Source: an optimization exercise on an open RTL-to-GDS flow (aim: small area, a short achievable clock period and few clock cycles). Production flows keep margins and buffers that such runs may drop. Function was checked by simulation only, so behaviour that the tests miss may differ from the original. No activity file was given, so power comes from the tool's default toggle rates.

==> design/flow/config.mk <==
export PLATFORM = sky130hd
export DESIGN_NAME = cobs_crc_frame_receiver_core
export DESIGN_NICKNAME = cobs_crc_frame_receiver_core
export VERILOG_FILES = /design/flow/design.v
export SDC_FILE = /design/flow/constraint.sdc
export NUM_CORES = 4
export LEC_CHECK = 0
export CAP_MARGIN = 20
export CORE_MARGIN = 2
export CORE_UTILIZATION = 40
export SLEW_MARGIN = 20
==> design/flow/constraint.sdc <==
create_clock -name core_clock -period 8.0 [get_ports {clk}]
set_input_delay 1.6000 -clock core_clock [delete_from_list [all_inputs] [get_ports {clk}]]
set_output_delay 1.6000 -clock core_clock [all_outputs]
set_load 0.01 [all_outputs]
==> design/flow/design.v <==
package ccfr_pkg;
  typedef enum logic [3:0] {
    ST_OK       = 4'd0,
    ST_RSP1     = 4'd1,
    ST_RSP2     = 4'd2,
    ST_RSP3     = 4'd3,
    ST_RSP4     = 4'd4,
    ST_COBS     = 4'd5,
    ST_FRAMING  = 4'd6,
    ST_CRC      = 4'd7,
    ST_OVERFLOW = 4'd8
  } status_t;
  typedef enum logic [4:0] {
    S_IDLE,
    S_D_ADDR,
    S_D_CODE,
    S_D_READ,
    S_D_WRITE,
    S_D_GAP,
    S_T_START,
    S_T_ADDR,
    S_T_CMP,
    S_K_ADDR,
    S_K_CHK,
    S_C_ADDR,
    S_C_STEP,
    S_R_LO,
    S_R_HI,
    S_R_CMP,
    S_E_ADDR,
    S_E_OUT,
    S_EMIT
  } state_t;
  typedef struct packed {
    logic [3:0] status;
    logic [2:0] kind;
    logic [7:0] data;
    logic       byte_valid;
    logic       last;
  } res_t;
  typedef struct packed {
    logic       init;
    logic       step;
    logic [7:0] data;
  } crc_cmd_t;
  localparam logic [15:0] CRC_INIT = 16'hFFFF;
  localparam logic [15:0] CRC_POLY = 16'hA2EB;
  localparam logic [7:0]  COBS_MAX_CODE = 8'hFF;
  localparam logic [1:0]  RSP_LAST_SEL = 2'd3;
  localparam logic [18*8-1:0] RSP1_STR = "Command succeed.\r\n";
  localparam logic [17*8-1:0] RSP2_STR = "Command failed.\r\n";
  localparam logic [28*8-1:0] RSP3_STR = "This command is erroneous.\r\n";
  localparam logic [38*8-1:0] RSP4_STR = "This command is not implemented yet.\r\n";
  function automatic logic [5:0] rsp_len(input logic [1:0] sel);
    logic [5:0] r;
    unique case (sel)
      2'd0: r = 6'd18;
      2'd1: r = 6'd17;
      2'd2: r = 6'd28;
      default: r = 6'd38;
    endcase
    rsp_len = r;
  endfunction
  function automatic logic [7:0] rsp_char(input logic [1:0] sel, input logic [5:0] i);
    int p;
    logic [7:0] c;
    p = rsp_len(sel);
    p = p - 1 - i;
    if (p < 0) p = 0;
    unique case (sel)
      2'd0: c = RSP1_STR[p*8 +: 8];
      2'd1: c = RSP2_STR[p*8 +: 8];
      2'd2: c = RSP3_STR[p*8 +: 8];
      default: c = RSP4_STR[p*8 +: 8];
    endcase
    rsp_char = c;
  endfunction
  function automatic logic [3:0] rsp_status(input logic [1:0] sel);
    rsp_status = {2'b00, sel} + 4'd1;
  endfunction
  function automatic logic [7:0] kind_len(input logic [2:0] kind);
    logic [7:0] r;
    unique case (kind)
      3'd0: r = 8'd61;
      3'd1: r = 8'd25;
      3'd2: r = 8'd29;
      3'd3: r = 8'd49;
      3'd4: r = 8'd64;
      3'd5: r = 8'd58;
      3'd6: r = 8'd58;
      default: r = 8'd40;
    endcase
    kind_len = r;
  endfunction
  function automatic logic [15:0] crc_byte(input logic [15:0] crc, input logic [7:0] b);
    logic [15:0] c;
    c = crc ^ {b, 8'h00};
    for (int k = 0; k < 8; k++) begin
      if (c[15]) c = {c[14:0], 1'b0} ^ CRC_POLY;
      else c = {c[14:0], 1'b0};
    end
    crc_byte = c;
  endfunction
endpackage
module ccfr_crc (
  input  logic               clk,
  input  ccfr_pkg::crc_cmd_t cmd,
  output logic [15:0]        crc
);
  always_ff @(posedge clk) begin
    if (cmd.init) begin
      crc <= ccfr_pkg::CRC_INIT;
    end else if (cmd.step) begin
      crc <= ccfr_pkg::crc_byte(crc, cmd.data);
    end
  end
endmodule
module ccfr_ram #(
  parameter int WIDTH = 8,
  parameter int DEPTH = 128
) (
  input  logic                     clk,
  input  logic                     we,
  input  logic [$clog2(DEPTH)-1:0] waddr,
  input  logic [WIDTH-1:0]         wdata,
  input  logic [$clog2(DEPTH)-1:0] raddr,
  output logic [WIDTH-1:0]         rdata
);
  logic [WIDTH-1:0] mem [DEPTH];
  always_ff @(posedge clk) begin
    if (we) begin
      mem[waddr] <= wdata;
    end
    rdata <= mem[raddr];
  end
endmodule
module ccfr_ctrl #(
  parameter int BUFFER_BYTES = 128
) (
  input  logic                            clk,
  input  logic                            rst,
  input  logic                            in_valid,
  output logic                            in_ready,
  input  logic                            in_action,
  input  logic [7:0]                      in_byte,
  input  logic                            out_free,
  output logic                            push,
  output ccfr_pkg::res_t                  res,
  output logic                            enc_we,
  output logic [$clog2(BUFFER_BYTES)-1:0] enc_waddr,
  output logic [7:0]                      enc_wdata,
  output logic [$clog2(BUFFER_BYTES)-1:0] enc_raddr,
  input  logic [7:0]                      enc_rdata,
  output logic                            dec_we,
  output logic [$clog2(BUFFER_BYTES)-1:0] dec_waddr,
  output logic [7:0]                      dec_wdata,
  output logic [$clog2(BUFFER_BYTES)-1:0] dec_raddr,
  input  logic [7:0]                      dec_rdata,
  output ccfr_pkg::crc_cmd_t              crc_cmd,
  input  logic [15:0]                     crc
);
  localparam int AW = $clog2(BUFFER_BYTES);
  localparam int LW = $clog2(BUFFER_BYTES + 1);
  localparam int CW = LW + 8;
  ccfr_pkg::state_t  state, state_next;
  logic              sync;
  logic [LW-1:0]     enc_len;
  logic [LW-1:0]     flen;
  logic [LW-1:0]     in_ptr;
  logic [LW-1:0]     out_ptr;
  logic [LW-1:0]     idx;
  logic [7:0]        remain;
  logic [7:0]        code;
  logic [1:0]        sel;
  logic [7:0]        rx_lo;
  logic [3:0]        st;
  logic [2:0]        st_kind;
  logic          accept;
  logic          buf_full;
  logic [LW-1:0] in_new;
  logic [7:0]    code_n;
  logic          cobs_err;
  logic [LW-1:0] rlen;
  logic [LW-1:0] tail_addr;
  logic          char_hit;
  logic          len_ok;
  logic          crc_ok;
  logic          crc_done;
  logic          emit_last;
  assign in_ready  = (state == ccfr_pkg::S_IDLE);
  assign accept    = in_valid && in_ready;
  assign buf_full  = (enc_len == LW'(BUFFER_BYTES));
  assign in_new    = in_ptr + LW'(1);
  assign code_n    = enc_rdata - 8'd1;
  assign cobs_err  = (enc_rdata == 8'd0) || (CW'(code_n) > CW'(flen - in_new));
  assign rlen      = LW'(ccfr_pkg::rsp_len(sel));
  assign tail_addr = out_ptr - rlen + idx;
  assign char_hit  = (dec_rdata == ccfr_pkg::rsp_char(sel, idx[5:0]));
  assign len_ok    = (out_ptr == LW'(ccfr_pkg::kind_len(dec_rdata[2:0])));
  assign crc_ok    = (crc == {dec_rdata, rx_lo});
  assign crc_done  = (idx == out_ptr - LW'(3));
  assign emit_last = (idx == out_ptr - LW'(1));
  always_comb begin
    state_next = state;
    unique case (state)
      ccfr_pkg::S_IDLE: begin
        if (accept && !in_action) begin
          if (in_byte == 8'd0) begin
            if (sync && enc_len != '0) state_next = ccfr_pkg::S_D_ADDR;
          end else if (sync && buf_full) begin
            state_next = ccfr_pkg::S_EMIT;
          end
        end
      end
      ccfr_pkg::S_D_ADDR: state_next = ccfr_pkg::S_D_CODE;
      ccfr_pkg::S_D_CODE: begin
        if (cobs_err) state_next = ccfr_pkg::S_EMIT;
        else if (code_n == 8'd0) state_next = ccfr_pkg::S_D_GAP;
        else state_next = ccfr_pkg::S_D_READ;
      end
      ccfr_pkg::S_D_READ: state_next = ccfr_pkg::S_D_WRITE;
      ccfr_pkg::S_D_WRITE: begin
        if (remain == 8'd1) state_next = ccfr_pkg::S_D_GAP;
        else state_next = ccfr_pkg::S_D_READ;
      end
      ccfr_pkg::S_D_GAP: begin
        if (in_ptr >= flen) state_next = ccfr_pkg::S_T_START;
        else state_next = ccfr_pkg::S_D_ADDR;
      end
      ccfr_pkg::S_T_START: begin
        if (out_ptr >= rlen) state_next = ccfr_pkg::S_T_ADDR;
        else if (sel == ccfr_pkg::RSP_LAST_SEL) state_next = ccfr_pkg::S_K_ADDR;
      end
      ccfr_pkg::S_T_ADDR: state_next = ccfr_pkg::S_T_CMP;
      ccfr_pkg::S_T_CMP: begin
        if (!char_hit) begin
          if (sel == ccfr_pkg::RSP_LAST_SEL) state_next = ccfr_pkg::S_K_ADDR;
          else state_next = ccfr_pkg::S_T_START;
        end else if (idx == rlen - LW'(1)) begin
          state_next = ccfr_pkg::S_EMIT;
        end else begin
          state_next = ccfr_pkg::S_T_ADDR;
        end
      end
      ccfr_pkg::S_K_ADDR: begin
        if (out_ptr == '0) state_next = ccfr_pkg::S_EMIT;
        else state_next = ccfr_pkg::S_K_CHK;
      end
      ccfr_pkg::S_K_CHK: begin
        if (len_ok) state_next = ccfr_pkg::S_C_ADDR;
        else state_next = ccfr_pkg::S_EMIT;
      end
      ccfr_pkg::S_C_ADDR: state_next = ccfr_pkg::S_C_STEP;
      ccfr_pkg::S_C_STEP: begin
        if (crc_done) state_next = ccfr_pkg::S_R_LO;
        else state_next = ccfr_pkg::S_C_ADDR;
      end
      ccfr_pkg::S_R_LO: state_next = ccfr_pkg::S_R_HI;
      ccfr_pkg::S_R_HI: state_next = ccfr_pkg::S_R_CMP;
      ccfr_pkg::S_R_CMP: begin
        if (crc_ok) state_next = ccfr_pkg::S_E_ADDR;
        else state_next = ccfr_pkg::S_EMIT;
      end
      ccfr_pkg::S_E_ADDR: state_next = ccfr_pkg::S_E_OUT;
      ccfr_pkg::S_E_OUT: begin
        if (out_free) begin
          if (emit_last) state_next = ccfr_pkg::S_IDLE;
          else state_next = ccfr_pkg::S_E_ADDR;
        end
      end
      ccfr_pkg::S_EMIT: begin
        if (out_free) state_next = ccfr_pkg::S_IDLE;
      end
      default: state_next = ccfr_pkg::S_IDLE;
    endcase
  end
  always_comb begin
    enc_we    = accept && !in_action && (in_byte != 8'd0) && sync && !buf_full;
    enc_waddr = enc_len[AW-1:0];
    enc_wdata = in_byte;
    enc_raddr = in_ptr[AW-1:0];
    dec_we    = 1'b0;
    dec_waddr = out_ptr[AW-1:0];
    dec_wdata = 8'd0;
    dec_raddr = idx[AW-1:0];
    crc_cmd.init = 1'b0;
    crc_cmd.step = 1'b0;
    crc_cmd.data = dec_rdata;
    push      = 1'b0;
    res.status     = st;
    res.kind       = st_kind;
    res.data       = 8'd0;
    res.byte_valid = 1'b0;
    res.last       = 1'b1;
    unique case (state)
      ccfr_pkg::S_D_WRITE: begin
        dec_we    = 1'b1;
        dec_wdata = enc_rdata;
      end
      ccfr_pkg::S_D_GAP: begin
        dec_we = (in_ptr < flen) && (code != ccfr_pkg::COBS_MAX_CODE);
      end
      ccfr_pkg::S_T_ADDR: dec_raddr = tail_addr[AW-1:0];
      ccfr_pkg::S_K_ADDR: dec_raddr = '0;
      ccfr_pkg::S_K_CHK:  crc_cmd.init = len_ok;
      ccfr_pkg::S_C_STEP: crc_cmd.step = 1'b1;
      ccfr_pkg::S_R_LO:   dec_raddr = AW'(out_ptr - LW'(2));
      ccfr_pkg::S_R_HI:   dec_raddr = AW'(out_ptr - LW'(1));
      ccfr_pkg::S_E_OUT: begin
        push = out_free;
        res.status     = ccfr_pkg::ST_OK;
        res.kind       = st_kind;
        res.data       = dec_rdata;
        res.byte_valid = 1'b1;
        res.last       = emit_last;
      end
      ccfr_pkg::S_EMIT: push = out_free;
      default: ;
    endcase
  end
  always_ff @(posedge clk) begin
    if (rst) begin
      state   <= ccfr_pkg::S_IDLE;
      sync    <= 1'b0;
      enc_len <= '0;
    end else begin
      state <= state_next;
      if (accept) begin
        if (in_action) begin
          enc_len <= '0;
          sync    <= 1'b0;
        end else if (in_byte == 8'd0) begin
          enc_len <= '0;
          sync    <= 1'b1;
        end else if (sync && buf_full) begin
          enc_len <= '0;
          sync    <= 1'b0;
        end else if (sync) begin
          enc_len <= enc_len + LW'(1);
        end
      end
    end
  end
  always_ff @(posedge clk) begin
    unique case (state)
      ccfr_pkg::S_IDLE: begin
        flen    <= enc_len;
        in_ptr  <= '0;
        out_ptr <= '0;
        sel     <= '0;
        st      <= ccfr_pkg::ST_OVERFLOW;
        st_kind <= '0;
      end
      ccfr_pkg::S_D_CODE: begin
        code   <= enc_rdata;
        remain <= code_n;
        in_ptr <= in_new;
        st     <= ccfr_pkg::ST_COBS;
      end
      ccfr_pkg::S_D_WRITE: begin
        in_ptr  <= in_new;
        out_ptr <= out_ptr + LW'(1);
        remain  <= remain - 8'd1;
      end
      ccfr_pkg::S_D_GAP: begin
        idx <= '0;
        if (dec_we) out_ptr <= out_ptr + LW'(1);
      end
      ccfr_pkg::S_T_START: begin
        idx <= '0;
        if (out_ptr < rlen && sel != ccfr_pkg::RSP_LAST_SEL) sel <= sel + 2'd1;
      end
      ccfr_pkg::S_T_CMP: begin
        st  <= ccfr_pkg::rsp_status(sel);
        idx <= idx + LW'(1);
        if (!char_hit && sel != ccfr_pkg::RSP_LAST_SEL) sel <= sel + 2'd1;
      end
      ccfr_pkg::S_K_ADDR: st <= ccfr_pkg::ST_FRAMING;
      ccfr_pkg::S_K_CHK: begin
        st_kind <= dec_rdata[2:0];
        idx     <= '0;
      end
      ccfr_pkg::S_C_STEP: idx <= idx + LW'(1);
      ccfr_pkg::S_R_HI: rx_lo <= dec_rdata;
      ccfr_pkg::S_R_CMP: begin
        st  <= ccfr_pkg::ST_CRC;
        idx <= '0;
      end
      ccfr_pkg::S_E_OUT: begin
        if (out_free) idx <= idx + LW'(1);
      end
      default: ;
    endcase
  end
endmodule
module cobs_crc_frame_receiver_core #(
  parameter int BUFFER_BYTES = 128
) (
  input  logic       clk,
  input  logic       rst,
  input  logic       s_axis_tvalid,
  output logic       s_axis_tready,
  input  logic [7:0] s_axis_tdata,   
  input  logic [0:0] s_axis_tuser,   
  output logic       m_axis_tvalid,
  input  logic       m_axis_tready,
  output logic [7:0] m_axis_tdata,   
  output logic [7:0] m_axis_tuser,   
  output logic       m_axis_tlast
);
  localparam int AW = $clog2(BUFFER_BYTES);
  logic               out_free;
  logic               push;
  ccfr_pkg::res_t     res_c;
  ccfr_pkg::res_t     res;
  logic               enc_we;
  logic [AW-1:0]      enc_waddr;
  logic [7:0]         enc_wdata;
  logic [AW-1:0]      enc_raddr;
  logic [7:0]         enc_rdata;
  logic               dec_we;
  logic [AW-1:0]      dec_waddr;
  logic [7:0]         dec_wdata;
  logic [AW-1:0]      dec_raddr;
  logic [7:0]         dec_rdata;
  ccfr_pkg::crc_cmd_t crc_cmd;
  logic [15:0]        crc;
  assign out_free = !m_axis_tvalid || m_axis_tready;
  ccfr_ctrl #(.BUFFER_BYTES(BUFFER_BYTES)) u_ctrl (
    .clk       (clk),
    .rst       (rst),
    .in_valid  (s_axis_tvalid),
    .in_ready  (s_axis_tready),
    .in_action (s_axis_tuser[0]),
    .in_byte   (s_axis_tdata),
    .out_free  (out_free),
    .push      (push),
    .res       (res_c),
    .enc_we    (enc_we),
    .enc_waddr (enc_waddr),
    .enc_wdata (enc_wdata),
    .enc_raddr (enc_raddr),
    .enc_rdata (enc_rdata),
    .dec_we    (dec_we),
    .dec_waddr (dec_waddr),
    .dec_wdata (dec_wdata),
    .dec_raddr (dec_raddr),
    .dec_rdata (dec_rdata),
    .crc_cmd   (crc_cmd),
    .crc       (crc)
  );
  ccfr_ram #(.WIDTH(8), .DEPTH(BUFFER_BYTES)) u_enc_ram (
    .clk   (clk),
    .we    (enc_we),
    .waddr (enc_waddr),
    .wdata (enc_wdata),
    .raddr (enc_raddr),
    .rdata (enc_rdata)
  );
  ccfr_ram #(.WIDTH(8), .DEPTH(BUFFER_BYTES)) u_dec_ram (
    .clk   (clk),
    .we    (dec_we),
    .waddr (dec_waddr),
    .wdata (dec_wdata),
    .raddr (dec_raddr),
    .rdata (dec_rdata)
  );
  ccfr_crc u_crc (
    .clk (clk),
    .cmd (crc_cmd),
    .crc (crc)
  );
  always_ff @(posedge clk) begin
    if (rst) begin
      m_axis_tvalid <= 1'b0;
    end else if (push) begin
      m_axis_tvalid <= 1'b1;
    end else if (m_axis_tready) begin
      m_axis_tvalid <= 1'b0;
    end
  end
  always_ff @(posedge clk) begin
    if (push) begin
      res <= res_c;
    end
  end
  assign m_axis_tdata = res.data;
  assign m_axis_tuser = {res.byte_valid, res.kind, res.status};
  assign m_axis_tlast = res.last;
endmodule
==> design/flow/run.sh <==
#!/bin/bash
# synth_recipe.tcl (not shown) runs the flow's synth.tcl, then flattens the netlist and writes it again
# the make line also repeats each setting of config.mk as NAME=value (left out here)
make -C /OpenROAD-flow-scripts/flow DESIGN_CONFIG=/design/flow/config.mk WORK_HOME=/design/flow/orfs CLKGATE_MAP_FILE= SYNTH_SCRIPT=/design/flow/synth_recipe.tcl finish
==> run notes <==
through the flow:
stage          hold slack [ps]  power (mW)  worst slack [ps]  cell area (sq um)  instances
2_1_floorplan              400        16.1              2920              90300       5638
3_3_place_gp               426        17.5              1620              93900       8391
3_5_place_dp               411        17.5              2130              94000       8393
4_1_cts                    426        27.1              2130             101000       8783
5_1_grt                    439        27.9              1890             101000       8785
6_report                   434        26.9              2100             101000       8788
routing by layer:
metal	share of wire, %	routed length (um)	vias to the layer above	track usage, %
li1	-	-	22200	-
met1	43	96100	25900	27.2
met2	48	107000	1896	30.6
met3	6.8	15200	355	3.13
met4	2.7	6110	0	5.67
met5	0	0	-	0
report_power, final:
part | internal, mW | switching, mW
Clock | 5.33 | 4.30
Sequential | 12.6 | 0.206
Combinational | 1.91 | 2.58
flip-flops by register name (all words and copies together), names as in the netlist, 3 cells and up:
| name | flops |
|---|---|
| u_dec_ram.rdata | 8 |
| u_ctrl.flen | 8 |
| u_dec_ram.mem | 1024 |
| u_ctrl.rx_lo | 8 |
| u_ctrl.st_kind | 3 |
| u_ctrl.remain | 8 |
| u_enc_ram.rdata | 8 |
| u_ctrl.idx | 8 |
| u_ctrl.st | 4 |
| u_ctrl.code | 8 |
| u_ctrl.out_ptr | 8 |
| u_ctrl.enc_len | 8 |
| u_enc_ram.mem | 1024 |
| u_ctrl.in_ptr | 8 |
| res | 17 |
| u_crc.crc | 16 |
| u_ctrl.state | 5 |
cell usage after synthesis, types with 14 or more instances:
cell / n
nand3_1: 80
mux4_2: 336
mux2i_1: 52
nand2_1: 679
inv_1: 64
a21oi_1: 74
o21ai_0: 47
and2_0: 73
a311oi_1: 66
nor4_1: 31
and3_1: 23
nor2_1: 394
edfxtp_1: 2130
nor3_1: 28
buf_2: 51
buf_1: 47
clkbuf_1: 255
xor2_1: 44
xnor2_1: 83
nand2b_1: 14
a31oi_1: 158
a22o_1: 17
ha_1: 68
a211oi_1: 265
and2_1: 133
o221ai_1: 20
a32oi_1: 68
dfxtp_1: 47
a22oi_1: 24
nand4_1: 31
nor2b_1: 33
critical path, stage by stage, from the launching register on:
cell and delay, ps:
edfxtp_1 540, inv_1 180, ha_1 360, or2_2 410
inv_1 290, fa_1 490, ha_1 330, xor2_1 180
a22oi_1 130, o211ai_1 230, buf_12 450, nor2b_4 870
a32oi_1 270, a31oi_1 430, a32oi_1 190, and4_1 270
final cells by class:
class,instances,area [sq um],share of cell area [%]
tap,2992,3740,3.72
timing repair buffer,120,1170,1.17
sequential,2177,64900,64.5
antenna,5,12.5,0.0124
clock inverter,136,1140,1.13
inverter,66,248,0.246
multi-input combinational,3038,23900,23.8
clock buffer,254,5510,5.48
cell families (layout without fill, tap and decap cells):
logic type	Yosys count	count (layout)	synth area share, %
xor+xnor	129	129	1.27
buf+inv	423	576	1.85
compound gates	861	861	6.97
simple gates	1575	1575	7.90
other cells	0	5	0
fa+ha+maj	76	76	1.12
flops	2177	2177	71.8
mux	397	397	9.06
final timing paths:
kind | start | endpoint | slack [ps]
hold reg to reg | u_ctrl.st_kind[1] | res[11] | 430
setup reg to reg | u_ctrl.sel[0] | u_dec_ram.rdata[5] | 2100
hold / removal | u_ctrl.st_kind[1] | res[11] | 430
setup / recovery | u_ctrl.sel[0] | u_dec_ram.rdata[5] | 2100
==> flow_summary_export.csv <==
group,metric,value,unit
clock_tree,clk_pin_slew,60,ps
sta,hold_viol,0,
detailed_routing,via_per_inst,5.73,
sta,fmax,0.169,GHz
sta,fin_setup_tns,0,ps
cells_and_area,mostFrequentLayoutCells,"2130 x edfxtp_1, 675 x nand2_1, 388 x nor2_1, 336 x mux4_2, 265 x a211oi_1",
cells_and_area,layout_commonest_cell,"edfxtp_1",
synthesis,netlist.area_leader.share,70.8,%
setup_path,startpoint_type,"flip-flop",
clock_tree,cts_resized,0,
clock_tree,ctsLongestPathBuffers,3,
detailed_routing,dr.pass1.iters,6,
placement,numPortBuffers,31,
sta,setup_violations,0,
synthesis,synth_flop_cell,"edfxtp_1",
sta,tightest_slew,1130,ps
synthesis,yosys-top-cells-area,"edfxtp_1 71%, mux4_2 8.4%, nand2_1 2.8%",
clock_tree,cts_setup_buffers,0,
cells_and_area,drive_above_1_share,13.7,%
clock_tree,holdBufCountCts,0,
cells_and_area,fin_nets,5704,
global_routing,grt_first_pass_wirelength,334,mm
outcome,outcome,"no timing/DRC/antenna violations",
clock_tree,root_buffer,"clkbuf_16",
die,die_w,479,um
power_and_ir_drop,power_density,268,nW/um^2
power_and_ir_drop,power.leakage,30.3,nW
hold_path,min_path_cells,0,
die,rows,174,
setup_path,crit_arrival,6650,ps
synthesis,ys_warn_count,4,
synthesis,syn_inst,5638,
cells_and_area,syn2layout_area_growth,11.4,%
detailed_routing,drtAntennaViolNets,0,
global_routing,antenna_found_initial,7,
sta,fin_crit_sh,73.8,%
die,ios,32,
global_routing,grt_pass1_vias,49800,
global_routing,grt.overflow.total,0,
job,drv_cap,0,
global_routing,grt_usage,19.2,%
clock_tree,clk_latency,870,ps
placement,gp_congestion,0.898,
clock_tree,cts_tree,"done",
setup_path,crit_path_max_fanout,134,
clock_tree,cts-buffers-inserted,212,
detailed_routing,post_drt_wl_per_cell,25.5,um
setup_path,cp-end-kind,"flip-flop",
setup_path,r2r_cells,15,
die,die_area,230000,sq um
synthesis,syn_avg_cell_area,16.0,sq um
setup_path,crit_required,8750,ps
synthesis,async_flop_share,0,%
synthesis,ys_ff_latch,2177,
cells_and_area,final_util,44.8,%
sta,rsz0062_at_grt,"false",
setup_path,path_class,"flip-flop to flip-flop",
die,initial_core_util,40.2,%
synthesis,synth_top_cell_by_area,"edfxtp_1",
global_routing,grt_max_degree,201,
die,core_region_area,225000,sq um
synthesis,synth.net_count,5727,
placement,place_hpwl,134,mm
cells_and_area,fillers,19500,
power_and_ir_drop,ir_drop,224,uV
clock_tree,cts.sinks,2177,
clock_tree,htreeDepth,4,
synthesis,ys_seq_area_share,71.8,%
detailed_routing,wl,224,mm
sta,finalClockSkew,53.9,ps
synthesis,syn_area,90300,sq um
sta,fin_crit,5900,ps
synthesis,yosys.cell_types.count,96,
sta,maxSlewViolCount,0,
hold_path,hold_path.class,"flip-flop to flip-flop",
die,die_y,479,um
detailed_routing,routed-via-count,50300,
sta,timing.slew.headroom,24.4,%
detailed_routing,drcViolationCount,0,
synthesis,synth_edf_count,2130,
detailed_routing,initialDrtViolationCount,5718,
Testbench counts, summed over its fixed seeds: cycles 100,298.

[static timing again, ports no longer ideal]
The results above use ideal ports. As a check the final layout listed here was re-extracted and re-timed, cells and wires unchanged. Step 1: set_driving_cell puts a clkbuf_16 on clk and a buf_2 on each other input, an assumption about the parent block. Step 2 moves the port delays by t, midway between the first and last clock arrival at a register: inputs arrive t later, outputs are due t later. That takes back most of the time a late clock gives input paths. Three values: ideal ports, drivers, drivers and shift; two values: the first two.
t, ns: 0.932
setup WS [ns]: 2.096 / 2.096 / 2.096
worst slew at a driven data input, ns: 0.07
After both steps this run still meets setup and hold. For this run, drivers alone change the setup slack by 0.000 ns; drivers and shift together by 0.000 ns.
